From an optimization exercise on the open Yosys and OpenROAD flow, aimed at small area, a short achievable clock period and few clock cycles per item; shortcuts taken in it are not production practice. The RTL was checked by simulation tests, not by an equivalence proof against the original design. Power and IR drop assume default switching activity.

trial 65:
==> flow/design.v (excerpt) <==
module keyed_score_table (
    input  logic        clk,
    input  logic        rst_n,
    input  logic        in_valid,
    output logic        in_ready,
    input  logic [2:0]  in_op,
    input  logic [31:0] in_player_id,
    input  logic [31:0] in_score,
    output logic        out_valid,
    input  logic        out_ready,
    output logic [1:0]  out_status,
    output logic [31:0] out_id,
    output logic [31:0] out_score,
    output logic        out_last
);
clock: 10.0 ns
lec_check: 0
abc_clock_period_in_ps: 3000
cap_margin: 20
core_margin: 2
core_utilization: 45
setup_slack_margin: 5
slew_margin: 20
standard.sh (not shown) runs the stock make flow with config.mk's settings and CLKGATE_MAP_FILE= SYNTH_SCRIPT=/design/flow/synth_recipe.tcl, a recipe that flattens the netlist after the stock synthesis.
==> flow/flow/run.sh <==
#!/bin/bash
set -euo pipefail
bash standard.sh SETUP_SLACK_MARGIN=6.45 finish > layout.log 2>&1
Trial 65 reached the final stage; the timing, design-rule and antenna checks on its layout passed.
Testbench counts of trial 65, summed over its fixed seeds: cycles 5,914, items 3,200.
#### Input delta (build 52 over trial 65)
Settings: CORE_UTILIZATION changed from 45 to 50.
==> flow/flow/run.sh <==
#!/bin/bash
set -euo pipefail
bash standard.sh SETUP_SLACK_MARGIN=6.3 finish > layout.log 2>&1
--- outcome ---
Diff trial 65 -> build 52 | total number of vias | up slightly
Share of power burned in the clock network in build 52 is 0.4 points below trial 65.
In build 52 the implementation ran to completion but is not tape-out ready, as the final checks report max-capacitance violations.
Trial 65: all stages complete, timing, DRC and antenna checks passed
Global-route track usage on met3: build 52 vs trial 65 up 2.7 points
Build 52 reports a lower clock-buffer cell count than trial 65 does.
Global-route usage: build 52 higher than trial 65
Diff trial 65 -> build 52: quantity of gates resized following cts shows a reduction of 424; die area shows a reduction of 9.9%; number of filler cells placed in the layout shows a reduction of 3258.

---

## trial 21
Starting RTL as in the previous note.
## keyed_score_table
module keyed_score_table (
    input  logic        clk,
    input  logic        rst_n,
    input  logic        in_valid,
    output logic        in_ready,
    input  logic [2:0]  in_op,
    input  logic [31:0] in_player_id,
    input  logic [31:0] in_score,
    output logic        out_valid,
    input  logic        out_ready,
    output logic [1:0]  out_status,
    output logic [31:0] out_id,
    output logic [31:0] out_score,
    output logic        out_last
);
    keyed_score_table_core u_core (
        .clk(clk), .rst_n(rst_n),
        .in_valid(in_valid), .in_ready(in_ready),
        .in_op(in_op), .in_player_id(in_player_id), .in_score(in_score),
        .out_valid(out_valid), .out_ready(out_ready),
        .out_status(out_status), .out_id(out_id), .out_score(out_score),
        .out_last(out_last)
    );
endmodule
==> flow/config.mk <==
export PLATFORM = sky130hd
export DESIGN_NAME = keyed_score_table
export DESIGN_NICKNAME = keyed_score_table
export VERILOG_FILES = /design/flow/design.v
export SDC_FILE = /design/flow/constraint.sdc
export NUM_CORES = 4
export LEC_CHECK = 0
export ABC_CLOCK_PERIOD_IN_PS = 3000
export CAP_MARGIN = 20
export CORE_MARGIN = 2
export CORE_UTILIZATION = 45
export SETUP_SLACK_MARGIN = 5
export SLEW_MARGIN = 20
==> flow/constraint.sdc <==
create_clock -name core_clock -period 10.0 [get_ports {clk}]
set_input_delay 2.0000 -clock core_clock [delete_from_list [all_inputs] [get_ports {clk}]]
set_output_delay 2.0000 -clock core_clock [all_outputs]
set_load 0.01 [all_outputs]
==> flow/flow/run.sh <==
#!/bin/bash
set -euo pipefail
bash standard.sh SETUP_SLACK_MARGIN=6.3 finish > layout.log 2>&1
Testbench counts of trial 21, summed over its fixed seeds: cycles 5,914, items 3,200.
> inputs changed (trial 21 -> trial 28)
==> flow/flow/run.sh <==
#!/bin/bash
set -euo pipefail
bash standard.sh SETUP_SLACK_MARGIN=6 finish > layout.log 2>&1
## What came out
Compare trial 21 and trial 28 | via count of the first global-routing pass higher: trial 21. The standard cells in trial 28 occupy less silicon area than those in trial 21 do. Trial 21 and trial 28 ended up with nearly the same fraction of area in multi-input gates. Compared with trial 21, in trial 28 share of total power in sequential cells now sits higher; met2 usage fell 2.6 points.

==> afterwards: timing with drivers on the ports <==
No port has a modelled driver above. Below, the same layouts with a new extraction and two added sets of constraints.
Step 1, drivers: a clkbuf_16 drives clk and a buf_2 each remaining input, both assumed.
Step 2 times the ports against the registers' clock, not the clock port: input delays grow and output delays shrink by t, the midpoint of the rising clock arrivals with the driver on.
a / b / c = ideal ports / drivers / drivers and shift; a / b = the first two.
run	t, ns	setup WS [ns]	hold slack, ns	worst register clock-pin slew, ns	worst slew at a driven data input, ns
trial 65	1.002	5.942 / 5.942 / 5.509	0.510 / 0.510 / 0.510	0.07 / 0.07	0.06
build 52	0.990	5.941 / 5.918 / 5.314	0.454 / 0.454 / 0.454	0.07 / 0.07	0.07
trial 21	0.991	6.039 / 6.015 / 5.316	0.457 / 0.457 / 0.457	0.08 / 0.08	0.09
trial 28	0.985	5.772 / 5.772 / 5.128	0.468 / 0.468 / 0.468	0.07 / 0.07	0.09
For trial 21, which loses most, drivers alone change the setup slack by -0.024 ns; drivers and shift together by -0.723 ns.
